From an optimization exercise on the open Yosys and OpenROAD flow, aimed at small area and few clock cycles; shortcuts taken in it are not production practice.
At most, simulation tests tie the RTL to the original design; equivalence was not proved.
Power is estimated from default activity; no workload was simulated.

// imu_uart_frame_parser
module imu_uart_frame_parser #(
    parameter int FRAME_BYTES = 11,
    parameter int COUNT_BITS  = 32
) (
    input  logic        i_clk,
    input  logic        i_rst_n,
    input  logic        push,
    output logic        full,
    input  logic [7:0]  i_rx_byte,
    output logic        empty,
    input  logic        pop,
    output logic        o_frame_done,
    output logic [1:0]  o_frame_status,
    output logic signed [15:0] o_roll_sample,
    output logic signed [15:0] o_pitch_sample,
    output logic signed [15:0] o_yaw_sample,
    output logic signed [15:0] o_roll_centideg,
    output logic signed [15:0] o_pitch_centideg,
    output logic signed [15:0] o_yaw_centideg,
    output logic [31:0] o_total_bytes,
    output logic [31:0] o_checksum_failures,
    output logic [31:0] o_rate_frames,
    output logic [31:0] o_angle_frames
);
    localparam logic [3:0] LAST_POS = 4'(FRAME_BYTES - 1);
    localparam logic [3:0] POS_DONE = 4'd12;
    logic        r_valid;
    logic [3:0]  r_pos;
    logic [7:0]  r_sum;
    logic [1:0]  r_kind;           
    logic [7:0]  r_pay [6];        
    logic [15:0] r_raw [3];        
    logic [15:0] r_cd [3];         
    logic [15:0] r_cdq [2];        
    logic [5:0]  r_lo;             
    logic [5:0]  n_lo;
    logic [15:0] cd_in;
    logic [15:0] cd_out;
    logic [COUNT_BITS-1:0] r_total;
    logic [COUNT_BITS-1:0] r_fail;
    logic [COUNT_BITS-1:0] r_rate;
    logic [COUNT_BITS-1:0] r_angle;
    logic        accept;
    logic        inc_fail;
    logic        inc_rate;
    logic        inc_angle;
    logic [7:0]  sum_next;
    logic        hunt;
    logic        done;
    logic        hdr;
    logic        good_type;
    logic        close;
    logic [1:0]  status;
    assign full      = r_valid && !pop;
    assign accept    = push && !full;
    assign hdr       = (i_rx_byte == imuf_pkg::HDR_BYTE);
    assign good_type = (i_rx_byte == imuf_pkg::TYPE_ACC) || (i_rx_byte == imuf_pkg::TYPE_RATE) ||
  ...
Size: about 330 flip-flops.
clock: 10.0 ns
lec_check: 0
abc_area: 1
cap_margin: 20
core_margin: 2
core_utilization: 70
slew_margin: 20
standard.sh (not shown) runs the stock make flow with config.mk's settings and CLKGATE_MAP_FILE= SYNTH_SCRIPT=/design/flow/synth_recipe.tcl, a recipe that flattens the netlist after the stock synthesis.
==> flow/flow/run.sh <==
#!/bin/bash
# Own layout flow: the standard flow (standard synthesis, floorplan, power
# grid, placement, CTS, routing) with these settings changed:
#  - the port buffers that global placement inserts are buf_1 cells;
#  - CTS builds the tree from clkbuf_4 and clkbuf_8 cells, clusters up to 16 registers per
#    leaf buffer and adds no dummy loads.
# make's full output goes to flow_make.log in the work folder; ORFS keeps
# each step's own log under orfs/logs.
set -euo pipefail
export BUFFER_PORTS_ARGS="-buffer_cell sky130_fd_sc_hd__buf_1"
export CTS_ARGS="-sink_clustering_enable -repair_clock_nets -dont_use_dummy_load -buf_list {sky130_fd_sc_hd__clkbuf_4 sky130_fd_sc_hd__clkbuf_8} -sink_clustering_size 16 -sink_clustering_max_diameter 80"
bash standard.sh finish > flow_make.log 2>&1
Testbench counts at the start, summed over its fixed seeds: cycles 55,008.
Rerun with:
--- a/flow/flow/run.sh
+++ b/flow/flow/run.sh
@@ -5 +5 @@
-#  - CTS builds the tree from clkbuf_4 and clkbuf_8 cells, clusters up to 16 registers per
+#  - CTS builds the tree from clkbuf_8 cells, clusters up to 20 registers per
@@ -11 +11 @@
-export CTS_ARGS="-sink_clustering_enable -repair_clock_nets -dont_use_dummy_load -buf_list {sky130_fd_sc_hd__clkbuf_4 sky130_fd_sc_hd__clkbuf_8} -sink_clustering_size 16 -sink_clustering_max_diameter 80"
+export CTS_ARGS="-sink_clustering_enable -repair_clock_nets -dont_use_dummy_load -buf_list sky130_fd_sc_hd__clkbuf_8 -sink_clustering_size 20 -sink_clustering_max_diameter 80"
The changed run finished clean.
Final cell count stays flat.
Non-clock buffer count stays the same.
Cell area is lower by 0.36%.
Total power falls by 1.7%.
Combinational power hardly moves.
Global-route usage came out higher by 0.19 points.
Routed wire length went up by 0.78%.
Critical path depth stays the same.
Clock power went down by 6.4%.
Maximum frequency goes down by 0.42%.

The RTL this note starts from:
==> flow/design.v <==
package imuf_pkg;
    localparam logic [7:0] HDR_BYTE   = 8'h55;
    localparam logic [7:0] TYPE_ACC   = 8'h51;
    localparam logic [7:0] TYPE_RATE  = 8'h52;
    localparam logic [7:0] TYPE_ANGLE = 8'h53;
    localparam logic [1:0] ST_ANGLE  = 2'd0;
    localparam logic [1:0] ST_RATE   = 2'd1;
    localparam logic [1:0] ST_OTHER  = 2'd2;
    localparam logic [1:0] ST_BADSUM = 2'd3;
endpackage
module imuf_cd_lo (
    input  logic [15:0] i_raw,
    output logic [5:0]  o_lo      
);
    logic [10:0] xs, p129, p125;
    logic [11:0] c1, c2, c3;
    logic        t, s;
    always_comb begin
        xs = i_raw[10:0];
        c1[0] = 1'b0;
        c2[0] = 1'b1;
        c3[0] = 1'b0;
        for (int i = 0; i < 11; i++) begin
            t        = (i >= 7) ? xs[i-7] : 1'b0;
            p129[i]  = xs[i] ^ t ^ c1[i];
            c1[i+1]  = (xs[i] & t) | (c1[i] & (xs[i] ^ t));
        end
        for (int i = 0; i < 11; i++) begin
            t        = ~((i >= 2) ? xs[i-2] : 1'b0);
            p125[i]  = p129[i] ^ t ^ c2[i];
            c2[i+1]  = (p129[i] & t) | (c2[i] & (p129[i] ^ t));
        end
        for (int i = 0; i < 11; i++) begin
            t        = (i >= 3) ? p125[i-3] : 1'b0;
            s        = p125[i] ^ t ^ c3[i];
            c3[i+1]  = (p125[i] & t) | (c3[i] & (p125[i] ^ t));
        end
        o_lo = {p125[10:8], c3[11], c2[11], c1[11]};
    end
endmodule
module imuf_cd_hi (
    input  logic [15:0] i_raw,
    input  logic [5:0]  i_lo,
    output logic [15:0] o_cd
);
    logic [26:0] xs;
    logic [26:0] p129, p125, p1125;
    logic [27:0] c1, c2, c3;
    logic [16:0] c4;
    logic        t;
    always_comb begin
        xs = 27'($signed(i_raw));
        p129  = '0;
        p125  = '0;
        p1125 = '0;
        c1 = '0;
        c2 = '0;
        c3 = '0;
        p125[10:8] = i_lo[5:3];
        c1[11] = i_lo[0];
        c2[11] = i_lo[1];
        c3[11] = i_lo[2];
        for (int i = 11; i < 27; i++) begin
            t        = xs[i-7];
            p129[i]  = xs[i] ^ t ^ c1[i];
            c1[i+1]  = (xs[i] & t) | (c1[i] & (xs[i] ^ t));
        end
        for (int i = 11; i < 27; i++) begin
            t        = ~xs[i-2];
            p125[i]  = p129[i] ^ t ^ c2[i];
            c2[i+1]  = (p129[i] & t) | (c2[i] & (p129[i] ^ t));
        end
        for (int i = 11; i < 27; i++) begin
            t        = p125[i-3];
            p1125[i] = p125[i] ^ t ^ c3[i];
            c3[i+1]  = (p125[i] & t) | (c3[i] & (p125[i] ^ t));
        end
        c4[0] = i_raw[15] && (i_raw[10:0] != '0);
        for (int i = 0; i < 16; i++) begin
            o_cd[i]  = p1125[i+11] ^ c4[i];
            c4[i+1]  = p1125[i+11] & c4[i];
        end
    end
endmodule
module imu_uart_frame_parser #(
    parameter int FRAME_BYTES = 11,
    parameter int COUNT_BITS  = 32
) (
    input  logic        i_clk,
    input  logic        i_rst_n,
    input  logic        push,
    output logic        full,
    input  logic [7:0]  i_rx_byte,
    output logic        empty,
    input  logic        pop,
    output logic        o_frame_done,
    output logic [1:0]  o_frame_status,
    output logic signed [15:0] o_roll_sample,
    output logic signed [15:0] o_pitch_sample,
    output logic signed [15:0] o_yaw_sample,
    output logic signed [15:0] o_roll_centideg,
    output logic signed [15:0] o_pitch_centideg,
    output logic signed [15:0] o_yaw_centideg,
    output logic [31:0] o_total_bytes,
    output logic [31:0] o_checksum_failures,
    output logic [31:0] o_rate_frames,
    output logic [31:0] o_angle_frames
);
    localparam logic [3:0] LAST_POS = 4'(FRAME_BYTES - 1);
    logic        r_valid;
    logic        r_done;
    logic [1:0]  r_status;
    logic [3:0]  r_pos;
    logic [7:0]  r_sum;
    logic [1:0]  r_kind;           
    logic [7:0]  r_pay [6];        
    logic [15:0] r_raw [3];        
    logic [5:0]  r_lo [3];         
    logic [5:0]  n_lo [3];
    logic [COUNT_BITS-1:0] r_total;
    logic [COUNT_BITS-1:0] r_fail;
    logic [COUNT_BITS-1:0] r_rate;
    logic [COUNT_BITS-1:0] r_angle;
    logic        accept;
    logic        inc_fail;
    logic        inc_rate;
    logic        inc_angle;
    logic [7:0]  sum_next;
    logic        hdr;
    logic        good_type;
    logic        close;
    logic [1:0]  status;
    assign full      = r_valid && !pop;
    assign accept    = push && !full;
    assign hdr       = (i_rx_byte == imuf_pkg::HDR_BYTE);
    assign good_type = (i_rx_byte == imuf_pkg::TYPE_ACC) || (i_rx_byte == imuf_pkg::TYPE_RATE) ||
                       (i_rx_byte == imuf_pkg::TYPE_ANGLE);
    assign close     = (r_pos == LAST_POS);
    assign status    = (r_sum != i_rx_byte) ? imuf_pkg::ST_BADSUM : r_kind;
    function automatic logic [COUNT_BITS-1:0] f_inc(input logic [COUNT_BITS-1:0] x,
                                                    input logic en);
        logic c;
        c = en;
        for (int i = 0; i < COUNT_BITS; i++) begin
            f_inc[i] = x[i] ^ c;
            c        = x[i] & c;
        end
    endfunction
    function automatic logic [7:0] f_add8(input logic [7:0] a, input logic [7:0] b);
        logic c;
        c = 1'b0;
        for (int i = 0; i < 8; i++) begin
            f_add8[i] = a[i] ^ b[i] ^ c;
            c         = (a[i] & b[i]) | (c & (a[i] ^ b[i]));
        end
    endfunction
    assign sum_next  = f_add8(r_sum, i_rx_byte);
    assign inc_fail  = accept && close && (status == imuf_pkg::ST_BADSUM);
    assign inc_rate  = accept && close && (status == imuf_pkg::ST_RATE);
    assign inc_angle = accept && close && (status == imuf_pkg::ST_ANGLE);
    always_ff @(posedge i_clk) begin
        if (!i_rst_n) begin
            r_valid <= 1'b0;
        end else if (accept) begin
            r_valid <= 1'b1;
        end else if (pop) begin
            r_valid <= 1'b0;
        end
    end
    always_ff @(posedge i_clk) begin
        if (!i_rst_n) begin
            r_pos <= '0;
        end else if (accept) begin
            if (r_pos == 4'd0) begin
                r_pos <= hdr ? 4'd1 : 4'd0;
            end else if (r_pos == 4'd1) begin
                r_pos <= good_type ? 4'd2 : (hdr ? 4'd1 : 4'd0);
            end else if (close) begin
                r_pos <= 4'd0;
            end else begin
                r_pos <= r_pos + 4'd1;
            end
        end
    end
    always_ff @(posedge i_clk) begin
        if (accept) begin
            r_done   <= close;
            r_status <= close ? status : imuf_pkg::ST_ANGLE;
            if (r_pos == 4'd0 || (r_pos == 4'd1 && !good_type)) begin
                r_sum <= imuf_pkg::HDR_BYTE;
            end else begin
                r_sum <= sum_next;
            end
            if (r_pos == 4'd1) begin
                r_kind <= ~i_rx_byte[1:0];
            end
            for (int k = 0; k < 6; k++) begin
                if (r_pos == 4'(k + 2)) begin
                    r_pay[k] <= i_rx_byte;
                end
            end
        end
    end
    always_ff @(posedge i_clk) begin
        if (!i_rst_n) begin
            r_total <= '0;
            r_fail  <= '0;
            r_rate  <= '0;
            r_angle <= '0;
            for (int a = 0; a < 3; a++) begin
                r_raw[a] <= '0;
                r_lo[a]  <= 6'b000010;     
            end
        end else begin
            r_total <= f_inc(r_total, accept);
            r_fail  <= f_inc(r_fail, inc_fail);
            r_rate  <= f_inc(r_rate, inc_rate);
            r_angle <= f_inc(r_angle, inc_angle);
            if (inc_angle) begin
                for (int a = 0; a < 3; a++) begin
                    r_raw[a] <= {r_pay[2*a+1], r_pay[2*a]};
                    r_lo[a]  <= n_lo[a];
                end
            end
        end
    end
    imuf_cd_lo u_lo_roll  (.i_raw({r_pay[1], r_pay[0]}), .o_lo(n_lo[0]));
    imuf_cd_lo u_lo_pitch (.i_raw({r_pay[3], r_pay[2]}), .o_lo(n_lo[1]));
    imuf_cd_lo u_lo_yaw   (.i_raw({r_pay[5], r_pay[4]}), .o_lo(n_lo[2]));
    imuf_cd_hi u_hi_roll  (.i_raw(r_raw[0]), .i_lo(r_lo[0]), .o_cd(o_roll_centideg));
    imuf_cd_hi u_hi_pitch (.i_raw(r_raw[1]), .i_lo(r_lo[1]), .o_cd(o_pitch_centideg));
    imuf_cd_hi u_hi_yaw   (.i_raw(r_raw[2]), .i_lo(r_lo[2]), .o_cd(o_yaw_centideg));
    assign empty               = !r_valid;
    assign o_frame_done        = r_done;
    assign o_frame_status      = r_status;
    assign o_roll_sample       = r_raw[0];
    assign o_pitch_sample      = r_raw[1];
    assign o_yaw_sample        = r_raw[2];
    assign o_total_bytes       = 32'(r_total);
    assign o_checksum_failures = 32'(r_fail);
    assign o_rate_frames       = 32'(r_rate);
    assign o_angle_frames      = 32'(r_angle);
endmodule
clock: 10.0 ns
lec_check: 0
cap_margin: 20
core_margin: 2
core_utilization: 65
cts_buf_list: sky130_fd_sc_hd__clkbuf_4
slew_margin: 20
run.sh (not shown) runs the stock make flow with config.mk's settings and CLKGATE_MAP_FILE= SYNTH_SCRIPT=/design/flow/synth_recipe.tcl, a recipe that flattens the netlist after the stock synthesis.
Stock flow here: none of the scripts above is used.
==> next run, changes <==
==> flow/flow/run.sh (new file) <==
#!/bin/bash
# Own layout flow: the standard flow (standard synthesis, floorplan, power
# grid, placement, CTS, routing) with two settings changed:
#  - the port buffers that global placement inserts are buf_1 cells;
#  - CTS does not add dummy loads to balance the clock tree.
# make's full output goes to flow_make.log in the work folder; ORFS keeps
# each step's log under orfs/logs.
set -euo pipefail
export BUFFER_PORTS_ARGS="-buffer_cell sky130_fd_sc_hd__buf_1"
export CTS_ARGS="-sink_clustering_enable -repair_clock_nets -dont_use_dummy_load -buf_list sky130_fd_sc_hd__clkbuf_4"
bash standard.sh finish > flow_make.log 2>&1
==> flow/standard.sh (new file) <==
#!/bin/bash
# synth_recipe.tcl (not shown) runs the flow's synth.tcl, then flattens the netlist and writes it again
# the make line also repeats each setting of config.mk as NAME=value (left out here)
make -C /OpenROAD-flow-scripts/flow DESIGN_CONFIG=/design/flow/config.mk WORK_HOME=/design/flow/orfs CLKGATE_MAP_FILE= SYNTH_SCRIPT=/design/flow/synth_recipe.tcl "${@:-finish}"
removed: flow/run.sh
What happened: Sequential cell count is unchanged; worst hold slack loses 5.3 ps; sequential power barely changes; register-to-register slack degrades by 130 ps; combinational power decreases by about a fifth.
No run of this note included a check of the RTL's function; only the layout flow was run.

-- static timing again, ports no longer ideal --
The flow's constraints put no driver on any port. The routed layouts listed below were extracted and timed again, unchanged, in two steps.
Step 1: set_driving_cell puts a clkbuf_16 on i_clk and a buf_2 on each other input, an assumption about the parent block.
Step 2 times the ports against the registers' clock, not the clock port: input delays grow and output delays shrink by t, the midpoint of the rising clock arrivals with the driver on.
Slacks: ideal / step 1 / step 2; pairs: ideal / step 1.
run | t (ns) | setup slack, ns | latest minus earliest clock arrival (ns) | slew at the worst register clock pin (ns)
the first run of note 1 | 0.578 | 1.051 / 1.070 / 0.492 | 0.065 / 0.065 | 0.10 / 0.10
the second run of note 1 | 0.575 | 1.012 / 1.033 / 0.458 | 0.037 / 0.036 | 0.12 / 0.12
the first run of note 2 | 0.678 | 0.099 / 0.057 / 0.333 | 0.047 / 0.048 | 0.07 / 0.07
the second run of note 2 | 0.666 | 0.107 / 0.064 / 0.620 | 0.085 / 0.085 | 0.06 / 0.06
After both steps setup and hold are still met in every run listed. For the first run of note 1, which loses most, drivers alone change the setup slack by +0.019 ns; drivers and shift together by -0.559 ns.
